Source: an optimization exercise on an open RTL-to-GDS flow (aim: small area, a short achievable clock period and few clock cycles). Production flows keep margins and buffers that such runs may drop.
Power is estimated from default activity; no workload was simulated.

==> module nc_cpu_top, before the edit <==
module nc_cpu_top #(
    parameter logic [7:0]  RESET_BANK      = 8'h01,
    parameter logic [15:0] RESET_OFFSET    = 16'h8000,
    parameter logic [7:0]  RESET_DATA_BANK = 8'h00
) (
    input  logic        clk,
    input  logic        reset_n,
    output logic        mem_valid,
    output logic        mem_we,
    output logic [23:0] mem_addr,
    output logic [15:0] mem_wdata,
    input  logic        mem_ready,
    input  logic [15:0] mem_rdata,
    output logic        halted
);
    logic [15:0] regs [8];   
    logic [7:0]  rv;         
    logic        fz, fn, fc, fv;
    logic [7:0]  dbr;
    logic [15:0] ir;        
    logic        iv;        
    logic        run;       
    logic [15:0] fa;        
    logic        mph;       
    logic [15:0] mx, my;    
    logic        sv;
    logic [2:0]  sa, sd;
    logic        d_mem, d_st, d_halt, d_mul, d_fwd;
    logic        d_uj, d_br;    
    logic [3:0]  op, nop;
    assign nop  = mem_rdata[15:12];
    logic [2:0]  rd, rs, fnc;
    logic [15:0] simm;
    assign op   = ir[15:12];
    assign rd   = ir[11:9];
    assign rs   = ir[8:6];
    assign fnc  = ir[2:0];
    assign simm = {{7{ir[8]}}, ir[8:0]};    
    logic is_jmp, is_ld;
    assign is_jmp  = (op == 4'hB);
    assign is_ld   = d_mem && !d_st;
    logic [15:0] a_val, b_val;
    logic cond, cflag;
    always_comb begin
        case (rd[2:1])
            2'd0: cflag = fz;
            2'd1: cflag = fc;
            2'd2: cflag = fn;
            default: cflag = fv;
        endcase
    end
    assign cond = cflag ^ rd[0];
    logic        redir, dacc, hlt, mul0, fetching;
    logic [15:0] target, cur, fa_next;
    logic [15:0] tgt;       
    assign redir  = iv && (d_uj || (d_br && cond));
    assign target  = is_jmp ? a_val : tgt;
    assign cur     = redir ? target : fa;
    assign fa_next = cur + 16'd2;
    assign dacc     = iv && d_mem;
    assign hlt      = iv && d_halt;
    assign mul0     = iv && d_mul && !mph;
    assign fetching = run && !dacc && !hlt && !mul0;
    assign halted    = hlt;
    assign mem_valid = run && !hlt && !mul0;
    assign mem_we    = dacc && d_st;
    assign mem_addr  = dacc ? {dbr, a_val} : {RESET_BANK, cur};
    assign mem_wdata = b_val;
    logic        sub, cin;
    logic [16:0] sum;
    logic [15:0] bx, mhi, res;
    logic        carry, ovf, z_sum;
    assign sub   = (op == 4'h3) || (op == 4'h7);
    assign cin   = sub;
    assign bx    = sub ? ~b_val : b_val;
    assign sum   = {1'b0, a_val} + {1'b0, bx} + {16'd0, cin};
    assign carry = sum[16] ^ sub;
    assign ovf   = (a_val[15] == bx[15]) && (sum[15] != a_val[15]);
    assign z_sum = &(~((a_val ^ bx) ^ {a_val[14:0] | bx[14:0], cin}));
    logic [15:0] mx_d, my_d;
    logic        mz;
    mul_cs i_mul (.a(a_val), .b(b_val), .x(mx_d), .y(my_d));
    assign mhi = mx + my;
    assign mz  = &(~(mx ^ my ^ {mx[14:0] | my[14:0], 1'b0}));
    logic wr, set_zn, set_cv, dbr_wr, zr;
    always_comb begin
        res    = sum[15:0];
        zr     = z_sum;
        wr     = 1'b0;
        set_cv = 1'b0;
        dbr_wr = 1'b0;
        case (op)
            4'h1: begin
                res = (fnc == 3'd3) ? {8'h00, dbr} : a_val;
                zr  = (fnc == 3'd3) ? (dbr == 8'd0) : (a_val == 16'd0);
                wr  = (fnc == 3'd0) || (fnc == 3'd3);
                dbr_wr = (fnc == 3'd2);
            end
            4'h2, 4'h3: begin wr = 1'b1; set_cv = 1'b1; end
            4'h7:       set_cv = 1'b1;
            4'h4: begin res = a_val & b_val; zr = (res == 16'd0); wr = 1'b1; end
            4'h5: begin res = a_val | b_val; zr = (res == 16'd0); wr = 1'b1; end
            4'h6: begin res = a_val ^ b_val; zr = (res == 16'd0); wr = 1'b1; end
            4'h8: begin res = simm; zr = (ir[8:0] == 9'd0); wr = 1'b1; end
            4'h9: begin res = mhi; zr = mz; wr = 1'b1; end
            4'hD: begin
                res = d_fwd ? b_val : mem_rdata;
                zr  = d_fwd ? (b_val == 16'd0) : (mem_rdata == 16'd0);
                wr  = 1'b1;
            end
            default: ;
        endcase
        set_zn = wr || (op == 4'h7) || is_ld;
    end
    logic ex_alu, ex_ld, wen;
    assign ex_alu = iv && !d_mem && !mul0;
    assign ex_ld  = iv && is_ld && mem_ready;
    assign wen    = (ex_alu && wr) || ex_ld;
    logic st_kill, alu_kill, fwd_hit;
    assign alu_kill = ex_alu && ((wr && (rd == sa || rd == sd)) || dbr_wr);
    assign st_kill  = alu_kill || (ex_ld && (rd == sa || rd == sd));
    assign fwd_hit  = (nop == 4'hD) && sv && !alu_kill && (mem_rdata[8:6] == sa);
    always_ff @(posedge clk or negedge reset_n) begin
        if (!reset_n) begin
            rv <= 8'h00;
            {fz, fn, fc, fv} <= 4'h0;
            dbr <= RESET_DATA_BANK;
            sv  <= 1'b0;
            sa  <= 3'd0;
            sd  <= 3'd0;
        end else begin
            if (wen)
                rv[rd] <= 1'b1;
            if ((ex_alu && set_zn) || ex_ld) begin
                fz <= zr;
                fn <= res[15];
            end
            if (ex_alu && set_cv) begin
                fc <= carry;
                fv <= ovf;
            end
            if (ex_alu && dbr_wr)
                dbr <= a_val[7:0];
            if (iv && d_st) begin
                sv <= 1'b1;
                sa <= rs;
                sd <= rd;
            end else if (st_kill) begin
                sv <= 1'b0;
            end
        end
    end
    always_ff @(posedge clk or negedge reset_n) begin
        if (!reset_n) begin
            run <= 1'b0;
            iv  <= 1'b0;
            mph <= 1'b0;
            fa  <= RESET_OFFSET;
        end else begin
            run <= 1'b1;
            mph <= mul0;
            if (fetching) begin
                iv <= mem_ready;
                fa <= mem_ready ? fa_next : cur;
            end else if (dacc && mem_ready) begin
                iv <= 1'b0;
            end
        end
    end
    logic [2:0]  na, nb;
    logic        haz_a, haz_b;
    assign na    = mem_rdata[8:6];
    assign nb    = (nop == 4'hE) ? mem_rdata[11:9] : (nop == 4'hD) ? sd : mem_rdata[5:3];
    assign haz_a = ex_alu && wr && (rd == na);
    assign haz_b = ex_alu && wr && (rd == nb);
    always_ff @(posedge clk) begin
        if (wen)
            regs[rd] <= res;
        if (fetching && mem_ready) begin
            a_val <= haz_a ? res : (regs[na] & {16{rv[na]}});
            tgt   <= (nop == 4'hA) ? {cur[15:9], mem_rdata[8:0]}
                                   : fa_next + {{7{mem_rdata[8]}}, mem_rdata[8:0]};
            b_val <= haz_b ? res : (regs[nb] & {16{rv[nb]}});
        end
    end
    always_ff @(posedge clk) begin
        mx <= mx_d;
        my <= my_d;
        if (fetching && mem_ready) begin
            ir     <= mem_rdata;
            d_mem  <= (nop == 4'hE) || ((nop == 4'hD) && !fwd_hit);
            d_fwd  <= fwd_hit;
            d_st   <= (nop == 4'hE);
            d_halt <= (nop == 4'hF) && (mem_rdata[2:0] == 3'd6);
            d_mul  <= (nop == 4'h9);
            d_uj   <= (nop == 4'hA) || (nop == 4'hB);
            d_br   <= (nop == 4'hC);
        end
    end
endmodule
export LEC_CHECK = 0
export CAP_MARGIN = 20
export CORE_MARGIN = 2
export CORE_UTILIZATION = 40
export PLACE_DENSITY = 0.6
export SLEW_MARGIN = 20
create_clock -name core_clock -period 11.0 [get_ports {clk}]
standard.sh (not shown) runs the stock make flow with config.mk's settings and CLKGATE_MAP_FILE= SYNTH_SCRIPT=/design/flow/synth_recipe.tcl, a recipe that flattens the netlist after the stock synthesis.
==> flow/flow/run.sh <==
#!/bin/bash
set -euo pipefail
MARGIN=$(cat flow/margin.txt)
bash standard.sh SETUP_SLACK_MARGIN=$MARGIN finish > flow_make.log 2>&1
==> flow/flow/margin.txt <==
6.3
Change:
--- a/flow/design.v
+++ b/flow/design.v
@@ -306,9 +306,8 @@
     logic [15:0] mx, my;    
     logic        sv;
     logic [2:0]  sa, sd;
     logic        d_mem, d_st, d_halt, d_mul, d_fwd;
-    logic        d_uj, d_br;    
     logic [3:0]  op, nop;
     assign nop  = mem_rdata[15:12];
     logic [2:0]  rd, rs, fnc;
     logic [15:0] simm;
@@ -316,26 +315,31 @@
     assign rd   = ir[11:9];
     assign rs   = ir[8:6];
     assign fnc  = ir[2:0];
     assign simm = {{7{ir[8]}}, ir[8:0]};    
-    logic is_jmp, is_ld;
+    logic is_jmpi, is_jmp, is_br, is_ld;
+    assign is_jmpi = (op == 4'hA);
     assign is_jmp  = (op == 4'hB);
+    assign is_br   = (op == 4'hC);
     assign is_ld   = d_mem && !d_st;
     logic [15:0] a_val, b_val;
-    logic cond, cflag;
+    logic cond;
     always_comb begin
-        case (rd[2:1])
-            2'd0: cflag = fz;
-            2'd1: cflag = fc;
-            2'd2: cflag = fn;
-            default: cflag = fv;
+        case (rd)
+            3'd0: cond =  fz;
+            3'd1: cond = !fz;
+            3'd2: cond =  fc;
+            3'd3: cond = !fc;
+            3'd4: cond =  fn;
+            3'd5: cond = !fn;
+            3'd6: cond =  fv;
+            default: cond = !fv;
         endcase
     end
-    assign cond = cflag ^ rd[0];
     logic        redir, dacc, hlt, mul0, fetching;
     logic [15:0] target, cur, fa_next;
     logic [15:0] tgt;       
-    assign redir  = iv && (d_uj || (d_br && cond));
+    assign redir  = iv && (is_jmpi || is_jmp || (is_br && cond));
     assign target  = is_jmp ? a_val : tgt;
     assign cur     = redir ? target : fa;
     assign fa_next = cur + 16'd2;
     assign dacc     = iv && d_mem;
@@ -473,9 +477,7 @@
             d_fwd  <= fwd_hit;
             d_st   <= (nop == 4'hE);
             d_halt <= (nop == 4'hF) && (mem_rdata[2:0] == 3'd6);
             d_mul  <= (nop == 4'h9);
-            d_uj   <= (nop == 4'hA) || (nop == 4'hB);
-            d_br   <= (nop == 4'hC);
         end
     end
 endmodule
Effect:
- The changed run ran to the end with no violations
- clock-buffer cell count went up by 6
- via count went up by a few percent
- wire length went up by a few percent
- final area went up by a few percent
- combinational power stays flat
- setup slack got worse by 0.42 ns
- clock skew went up by 0.029 ns
No run of this note included a check of the RTL's function; only the layout flow was run.

static timing again, ports no longer ideal:
In the flow no input, the clock included, has a driving cell. The finished layouts below were timed again as built, in two steps.
Step 1 assumes that a clkbuf_16 drives the clock port and a buf_2 every other input.
Step 2, shift: input delay + t, output delay - t, t = (earliest + latest rising clock arrival at the registers) / 2. This alone moves slack from input paths to output paths.
Slacks: ideal ports / drivers / drivers and shift; pairs: ideal ports / drivers.
| run | t, ns | slack for setup (ns) | hold slack, ns | worst setup path after step 2 | worst register clock-pin slew, ns |
|---|---|---|---|---|---|
| the first run | 0.641 | 5.909 / 5.855 / 5.583 | 0.481 / 0.481 / 0.481 | input to register | 0.07 / 0.07 |
| the second run | 0.647 | 5.492 / 5.434 / 5.660 | 0.459 / 0.459 / 0.459 | input to register | 0.07 / 0.07 |
After both steps setup and hold are still met in every run listed. The setup slack of the first run, which loses most, moves by -0.054 ns with the drivers and by -0.326 ns with both steps.
